From an optimization exercise on the open Yosys and OpenROAD flow, aimed at small area, a short achievable clock period and few clock cycles; shortcuts taken in it are not production practice. At most, simulation tests tie the RTL to the original design; equivalence was not proved. Power and IR drop assume default switching activity.

// mips_core
module mips_core (
  input  logic              CLK,
  input  logic              nRST,
  output logic [34:0]       wb_req_o,
  input  logic [32:0]       wb_rsp_i,
  output logic [37:0]       retire_o,
  output logic              halt_o
);
Size: roughly 1300 flip-flops, roughly 0.057 mm^2 of cells after synthesis.
==> flow/config.mk <==
export PLATFORM = sky130hd
export DESIGN_NAME = mips_core
export DESIGN_NICKNAME = mips_core
export VERILOG_FILES = /design/flow/design.v
export SDC_FILE = /design/flow/constraint.sdc
export NUM_CORES = 4
export LEC_CHECK = 0
export CAP_MARGIN = 20
export CORE_MARGIN = 2
export CORE_UTILIZATION = 50
export PLACE_DENSITY = 0.6
export SLEW_MARGIN = 20
==> flow/constraint.sdc <==
create_clock -name core_clock -period 10.0 [get_ports {CLK}]
set_input_delay 2.0000 -clock core_clock [delete_from_list [all_inputs] [get_ports {CLK}]]
set_output_delay 2.0000 -clock core_clock [all_outputs]
set_load 0.01 [all_outputs]
standard.sh (not shown) runs the stock make flow with config.mk's settings and CLKGATE_MAP_FILE= SYNTH_SCRIPT=/design/flow/synth_recipe.tcl, a recipe that flattens the netlist after the stock synthesis.
==> flow/flow/run.sh <==
#!/bin/bash
# The standard layout (standard synthesis unchanged) with two changes:
# repair_timing aims at a larger setup margin so that it optimises the design
# below the 10 ns period, and clock tree synthesis uses clkbuf_8 clusters
# without dummy loads. Make's full output goes to standard_make.log here.
set -euo pipefail
bash standard.sh \
  SETUP_SLACK_MARGIN=7.0 \
  CTS_ARGS="-sink_clustering_enable -repair_clock_nets -dont_use_dummy_load -sink_clustering_size 18 -sink_clustering_max_diameter 60 -buf_list sky130_fd_sc_hd__clkbuf_16" \
  finish > standard_make.log 2>&1
The starting point finished clean.
Testbench counts at the start, summed over its fixed seeds: cycles 36,402.
Edit:
--- a/flow/flow/run.sh
+++ b/flow/flow/run.sh
@@ -8,2 +8,2 @@
-  SETUP_SLACK_MARGIN=7.0 \
-  CTS_ARGS="-sink_clustering_enable -repair_clock_nets -dont_use_dummy_load -sink_clustering_size 18 -sink_clustering_max_diameter 60 -buf_list sky130_fd_sc_hd__clkbuf_16" \
+  SETUP_SLACK_MARGIN=6.6 \
+  CTS_ARGS="-sink_clustering_enable -repair_clock_nets -dont_use_dummy_load -sink_clustering_size 25 -sink_clustering_max_diameter 70 -buf_list sky130_fd_sc_hd__clkbuf_16" \
--- a/flow/config.mk
+++ b/flow/config.mk
@@ -10,2 +10,2 @@
-export CORE_UTILIZATION = 50
-export PLACE_DENSITY = 0.6
+export CORE_UTILIZATION = 65
+export PLACE_DENSITY = 0.75
Outcome: The changed run produced a clean layout; worst hold slack gains 0.014 ns; critical path depth rises by 3; synthesized cell count is unchanged; register-to-register slack degrades by 0.30 ns; final cell count came out lower by a little under a tenth; non-clock buffer count decreases by 155; worst setup slack loses 0.28 ns; design area is lower by a few percent.
Edit:
--- a/flow/flow/run.sh
+++ b/flow/flow/run.sh
@@ -9 +9 @@
-  CTS_ARGS="-sink_clustering_enable -repair_clock_nets -dont_use_dummy_load -sink_clustering_size 25 -sink_clustering_max_diameter 70 -buf_list sky130_fd_sc_hd__clkbuf_16" \
+  CTS_ARGS="-sink_clustering_enable -repair_clock_nets -dont_use_dummy_load -sink_clustering_size 18 -sink_clustering_max_diameter 60 -buf_list sky130_fd_sc_hd__clkbuf_16" \
--- a/flow/config.mk
+++ b/flow/config.mk
@@ -10,2 +10,2 @@
-export CORE_UTILIZATION = 65
-export PLACE_DENSITY = 0.75
+export CORE_UTILIZATION = 50
+export PLACE_DENSITY = 0.6
=>
- The new run finished clean
- routed wire length grows by 8.6%
- sequential power stays flat
- worst setup slack gets better by 0.026 ns
- sequential share of layout area shrinks by 1.4 points
- combinational power shrinks by about 3%
- register-to-register slack gets better by 0.03 ns


Another version of the RTL of mips_core (not shown whole).
Size in the first run: roughly 1300 flip-flops, roughly 110 I/O pins.
export LEC_CHECK = 0
export CAP_MARGIN = 20
export CORE_MARGIN = 2
export CORE_UTILIZATION = 50
export PLACE_DENSITY = 0.6
export SLEW_MARGIN = 20
create_clock -name core_clock -period 10.0 [get_ports {CLK}]
==> flow/flow/run.sh <==
#!/bin/bash
set -euo pipefail
MARGIN=$(cat flow/margin.txt)
bash standard.sh \
  SETUP_SLACK_MARGIN="$MARGIN" \
  CTS_ARGS="-sink_clustering_enable -repair_clock_nets -dont_use_dummy_load" \
  finish > standard_make.log 2>&1
==> flow/flow/margin.txt <==
6.5
Testbench counts at the start, summed over its fixed seeds: cycles 36,402.
Then changed:
==> flow/run.sh (new file) <==
#!/bin/bash
# synth_recipe.tcl (not shown) runs the flow's synth.tcl, then flattens the netlist and writes it again
# the make line also repeats each setting of config.mk as NAME=value (left out here)
make -C /OpenROAD-flow-scripts/flow DESIGN_CONFIG=/design/flow/config.mk WORK_HOME=/design/flow/orfs CLKGATE_MAP_FILE= SYNTH_SCRIPT=/design/flow/synth_recipe.tcl finish
SETUP_SLACK_MARGIN = 5   (was unset)
removed: flow/flow/run.sh
removed: flow/flow/margin.txt
removed: flow/standard.sh
Outcome: The changed run finished clean. Synthesized cell count is unchanged. Power rose by a few percent. Register-to-register slack gets worse by 0.45 ns. Core utilization shrinks by 0.72 points.


The RTL this note starts from:
==> flow/design.v <==
`timescale 1ns/10ps
package mips_pkg;
  typedef logic [31:0] word_t;
  typedef logic [4:0]  regbits_t;
  typedef logic [15:0] imm16_t;
  typedef enum logic [5:0] {
    RTYPE = 6'b000000,
    ADDIU = 6'b001001,
    SLTI  = 6'b001010,
    SLTIU = 6'b001011,
    ANDI  = 6'b001100,
    ORI   = 6'b001101,
    XORI  = 6'b001110,
    LUI   = 6'b001111,
    HALT  = 6'b111111
  } opcode_t;
  typedef enum logic [5:0] {
    SLL  = 6'b000000,
    SRL  = 6'b000010,
    ADDU = 6'b100001,
    SUBU = 6'b100011,
    AND  = 6'b100100,
    OR   = 6'b100101,
    XOR  = 6'b100110,
    NOR  = 6'b100111,
    SLT  = 6'b101010,
    SLTU = 6'b101011
  } funct_t;
  typedef enum logic [3:0] {
    ALU_SLL,
    ALU_SRL,
    ALU_ADD,
    ALU_SUB,
    ALU_AND,
    ALU_OR,
    ALU_XOR,
    ALU_NOR,
    ALU_SLT,
    ALU_SLTU
  } aluop_t;
  typedef struct packed {
    logic  cyc;
    logic  stb;
    logic  we;
    word_t adr;
  } wb_req_t;
  typedef struct packed {
    logic  ack;
    word_t dat;
  } wb_rsp_t;
  typedef struct packed {
    word_t pc;
    word_t instr;
  } fetch_item_t;
  typedef struct packed {
    logic     valid;
    regbits_t wsel;
    word_t    wdata;
  } retire_t;
endpackage
`timescale 1ns/10ps
`timescale 1ns/10ps
`timescale 1ns/10ps
module register_file (
  input  logic        CLK,
  input  logic        nRST,
  input  logic        wen_i,
  input  logic [4:0]  wsel_i,
  input  logic [31:0] wdat_i,
  input  logic [4:0]  rsel1_i,
  input  logic [4:0]  rsel2_i,
  output logic [31:0] rdat1_o,
  output logic [31:0] rdat2_o
);
  logic [31:0] regs [1:31];
  logic [31:1] valid;
  always_ff @(posedge CLK, negedge nRST) begin
    if (!nRST) begin
      valid <= '0;
    end else if (wen_i) begin
      valid[wsel_i] <= 1'b1;
    end
  end
  always_ff @(posedge CLK) begin
    if (wen_i) begin
      regs[wsel_i] <= wdat_i;
    end
  end
  always_comb begin
    rdat1_o = '0;
    rdat2_o = '0;
    for (int i = 1; i < 32; i++) begin
      rdat1_o = rdat1_o | ({32{(rsel1_i == 5'(i)) && valid[i]}} & regs[i]);
      rdat2_o = rdat2_o | ({32{(rsel2_i == 5'(i)) && valid[i]}} & regs[i]);
    end
  end
endmodule
`timescale 1ns/10ps
module alu (
  input  logic [31:0] a_i,
  input  logic [31:0] b_i,
  input  logic [4:0]  sh_i,
  input  logic        add_i,
  input  logic        sub_i,
  input  logic        and_i,
  input  logic        or_i,
  input  logic        xor_i,
  input  logic        nor_i,
  input  logic        slt_i,
  input  logic        sltu_i,
  input  logic        sll_i,
  input  logic        srl_i,
  output logic [31:0] out_o
);
  logic        inv;
  logic [32:0] sum;
  logic        lt, ltu;
  assign inv = sub_i | slt_i | sltu_i;
  assign sum = {1'b0, a_i} + {1'b0, b_i ^ {32{inv}}} + {32'b0, inv};
  assign ltu = !sum[32];
  assign lt  = (a_i[31] ^ b_i[31]) ? a_i[31] : sum[31];
  assign out_o = ({32{add_i | sub_i}} & sum[31:0])
               | ({32{and_i}} & (a_i & b_i))
               | ({32{or_i}}  & (a_i | b_i))
               | ({32{xor_i}} & (a_i ^ b_i))
               | ({32{nor_i}} & ~(a_i | b_i))
               | ({32{sll_i}} & (b_i << sh_i))
               | ({32{srl_i}} & (b_i >> sh_i))
               | {31'b0, (slt_i & lt) | (sltu_i & ltu)};
endmodule
`timescale 1ns/10ps
`timescale 1ns/10ps
module mips_core (
  input  logic              CLK,
  input  logic              nRST,
  output logic [34:0]       wb_req_o,
  input  logic [32:0]       wb_rsp_i,
  output logic [37:0]       retire_o,
  output logic              halt_o
);
  logic        ack;
  logic [31:0] dat;
  assign ack = wb_rsp_i[32];
  assign dat = wb_rsp_i[31:0];
  logic        run_q, done_q;
  logic [29:0] pc_q;
  logic        accept, halt_word;
  assign accept    = run_q && ack;
  assign halt_word = (dat[31:26] == 6'b111111);
  always_ff @(posedge CLK, negedge nRST) begin
    if (!nRST) begin
      run_q  <= 1'b0;
      done_q <= 1'b0;
      pc_q   <= '0;
    end else begin
      if (accept && halt_word) done_q <= 1'b1;
      run_q <= !(done_q || (accept && halt_word));
      if (accept) pc_q <= pc_q + 30'd1;
    end
  end
  assign wb_req_o = {run_q, run_q, 1'b0, pc_q, 2'b00};
  logic        ir_v_q;
  logic [31:0] ir_q;
  always_ff @(posedge CLK, negedge nRST) begin
    if (!nRST) ir_v_q <= 1'b0;
    else       ir_v_q <= accept;
  end
  always_ff @(posedge CLK) begin
    ir_q <= dat;
  end
  logic [5:0]  op, fn;
  logic [4:0]  rs, rt, rd, dst;
  logic [15:0] imm;
  logic        is_r, wr, use_imm, sext, is_lui, is_halt;
  logic        d_add, d_sub, d_and, d_or, d_xor, d_nor, d_slt, d_sltu, d_sll, d_srl;
  assign op  = ir_q[31:26];
  assign fn  = ir_q[5:0];
  assign rs  = ir_q[25:21];
  assign rt  = ir_q[20:16];
  assign rd  = ir_q[15:11];
  assign imm = ir_q[15:0];
  always_comb begin
    is_r    = (op == 6'b000000);
    use_imm = 1'b1;
    sext    = 1'b0;
    is_lui  = 1'b0;
    is_halt = (op == 6'b111111);
    wr      = 1'b1;
    {d_add, d_sub, d_and, d_or, d_xor, d_nor, d_slt, d_sltu, d_sll, d_srl} = '0;
    case (op)
      6'b000000: begin
        use_imm = 1'b0;
        case (fn)
          6'b000000: d_sll  = 1'b1;
          6'b000010: d_srl  = 1'b1;
          6'b100001: d_add  = 1'b1;
          6'b100011: d_sub  = 1'b1;
          6'b100100: d_and  = 1'b1;
          6'b100101: d_or   = 1'b1;
          6'b100110: d_xor  = 1'b1;
          6'b100111: d_nor  = 1'b1;
          6'b101010: d_slt  = 1'b1;
          6'b101011: d_sltu = 1'b1;
          default:   wr     = 1'b0;
        endcase
      end
      6'b001001: begin d_add  = 1'b1; sext = 1'b1; end
      6'b001010: begin d_slt  = 1'b1; sext = 1'b1; end
      6'b001011: begin d_sltu = 1'b1; sext = 1'b1; end
      6'b001100: d_and = 1'b1;
      6'b001101: d_or  = 1'b1;
      6'b001110: d_xor = 1'b1;
      6'b001111: begin d_or = 1'b1; is_lui = 1'b1; end
      default:   wr = 1'b0;
    endcase
  end
  assign dst = is_r ? rd : rt;
  logic        ex_wr_q, ex_halt_q;
  logic [4:0]  ex_dst_q, ex_sh_q;
  logic [31:0] ex_a_q, ex_b_q;
  logic        ex_add_q, ex_sub_q, ex_and_q, ex_or_q, ex_xor_q, ex_nor_q;
  logic        ex_slt_q, ex_sltu_q, ex_sll_q, ex_srl_q;
  logic        wb_v_q;
  logic [4:0]  wb_dst_q;
  logic [31:0] wb_dat_q;
  logic [31:0] ex_res;
  logic [31:0] rf_a, rf_b;
  register_file i_register_file (
    .CLK     (CLK),
    .nRST    (nRST),
    .wen_i   (wb_v_q),
    .wsel_i  (wb_dst_q),
    .wdat_i  (wb_dat_q),
    .rsel1_i (rs),
    .rsel2_i (rt),
    .rdat1_o (rf_a),
    .rdat2_o (rf_b)
  );
  logic        fa_ex, fa_wb, fb_ex, fb_wb;
  logic [31:0] opa, opb, imm_ext;
  assign fa_ex = ex_wr_q && (ex_dst_q == rs);
  assign fa_wb = wb_v_q  && (wb_dst_q == rs);
  assign fb_ex = ex_wr_q && (ex_dst_q == rt);
  assign fb_wb = wb_v_q  && (wb_dst_q == rt);
  always_comb begin
    if (is_lui)      opa = '0;
    else if (fa_ex)  opa = ex_res;
    else if (fa_wb)  opa = wb_dat_q;
    else             opa = rf_a;
  end
  assign imm_ext = is_lui ? {imm, 16'h0000} : {{16{sext & imm[15]}}, imm};
  always_comb begin
    if (use_imm)     opb = imm_ext;
    else if (fb_ex)  opb = ex_res;
    else if (fb_wb)  opb = wb_dat_q;
    else             opb = rf_b;
  end
  always_ff @(posedge CLK, negedge nRST) begin
    if (!nRST) begin
      ex_wr_q   <= 1'b0;
      ex_halt_q <= 1'b0;
    end else begin
      ex_wr_q   <= ir_v_q && wr && (dst != 5'd0);
      ex_halt_q <= (ir_v_q && is_halt) || ex_halt_q;
    end
  end
  always_ff @(posedge CLK) begin
    ex_dst_q  <= dst;
    ex_sh_q   <= ir_q[10:6];
    ex_a_q    <= opa;
    ex_b_q    <= opb;
    ex_add_q  <= d_add;
    ex_sub_q  <= d_sub;
    ex_and_q  <= d_and;
    ex_or_q   <= d_or;
    ex_xor_q  <= d_xor;
    ex_nor_q  <= d_nor;
    ex_slt_q  <= d_slt;
    ex_sltu_q <= d_sltu;
    ex_sll_q  <= d_sll;
    ex_srl_q  <= d_srl;
  end
  alu i_alu (
    .a_i    (ex_a_q),
    .b_i    (ex_b_q),
    .sh_i   (ex_sh_q),
    .add_i  (ex_add_q),
    .sub_i  (ex_sub_q),
    .and_i  (ex_and_q),
    .or_i   (ex_or_q),
    .xor_i  (ex_xor_q),
    .nor_i  (ex_nor_q),
    .slt_i  (ex_slt_q),
    .sltu_i (ex_sltu_q),
    .sll_i  (ex_sll_q),
    .srl_i  (ex_srl_q),
    .out_o  (ex_res)
  );
  logic halt_q;
  always_ff @(posedge CLK, negedge nRST) begin
    if (!nRST) begin
      wb_v_q <= 1'b0;
      halt_q <= 1'b0;
    end else begin
      wb_v_q <= ex_wr_q;
      if (ex_halt_q) halt_q <= 1'b1;
    end
  end
  always_ff @(posedge CLK) begin
    wb_dst_q <= ex_dst_q;
    wb_dat_q <= ex_res;
  end
  assign retire_o = {wb_v_q, wb_dst_q, wb_dat_q};
  assign halt_o   = halt_q;
endmodule
Settings: LEC_CHECK=0, CAP_MARGIN=20, CORE_MARGIN=2, CORE_UTILIZATION=50, PLACE_DENSITY=0.6, SETUP_SLACK_MARGIN=5, SLEW_MARGIN=20; clock period 10.0 ns.
run.sh (not shown) runs the stock make flow with config.mk's settings and CLKGATE_MAP_FILE= SYNTH_SCRIPT=/design/flow/synth_recipe.tcl, a recipe that flattens the netlist after the stock synthesis.
Stock flow here: none of the scripts above is used.
==> next run, changes <==
CORE_UTILIZATION = 25   (was 50)
PLACE_DENSITY = 0.4   (was 0.6)
SETUP_SLACK_MARGIN = not set   (was 5)
=>
- fmax came out lower by 3.8%
- cell count increases by 26%
- routed wire length rose by 17%
- power grows by 6.7%
- global-route usage decreases by 20 points
No run of this note included a check of the RTL's function; only the layout flow was run.

[static timing again, ports no longer ideal]
The results above use ideal ports. As a check the final layouts listed here were re-extracted and re-timed, cells and wires unchanged.
Step 1 sets driving cells, clkbuf_16 on the clock port and buf_2 on the other inputs (assumed; they add their load-dependent delay and slew).
Step 2 also shifts input and output timing later by t, the mid clock arrival at the registers, as if the neighbouring blocks saw the same clock.
a / b / c = ideal ports / drivers / drivers and shift; a / b = the first two.
run | t (ns) | slack for setup (ns) | latest minus earliest clock arrival (ns) | worst slew at a driven data input, ns
the first run of note 1 | 0.786 | 6.624 / 6.544 / 6.336 | 0.078 / 0.078 | 0.07
the second run of note 1 | 0.742 | 6.348 / 6.348 / 5.994 | 0.113 / 0.113 | 0.06
the third run of note 1 | 0.818 | 6.374 / 6.374 / 5.981 | 0.109 / 0.110 | 0.06
the first run of note 2 | 0.825 | 6.395 / 6.395 / 5.944 | 0.054 / 0.054 | 0.05
the second run of note 2 | 0.838 | 5.297 / 5.223 / 5.715 | 0.032 / 0.032 | 0.06
the first run of note 3 | 0.860 | 5.293 / 5.212 / 5.537 | 0.038 / 0.038 | 0.04
the second run of note 3 | 0.893 | 5.109 / 5.109 / 5.109 | 0.079 / 0.079 | 0.06
After both steps setup and hold are still met in every run listed. The setup slack of the first run of note 2, which loses most, moves by 0.000 ns with the drivers and by -0.451 ns with both steps.
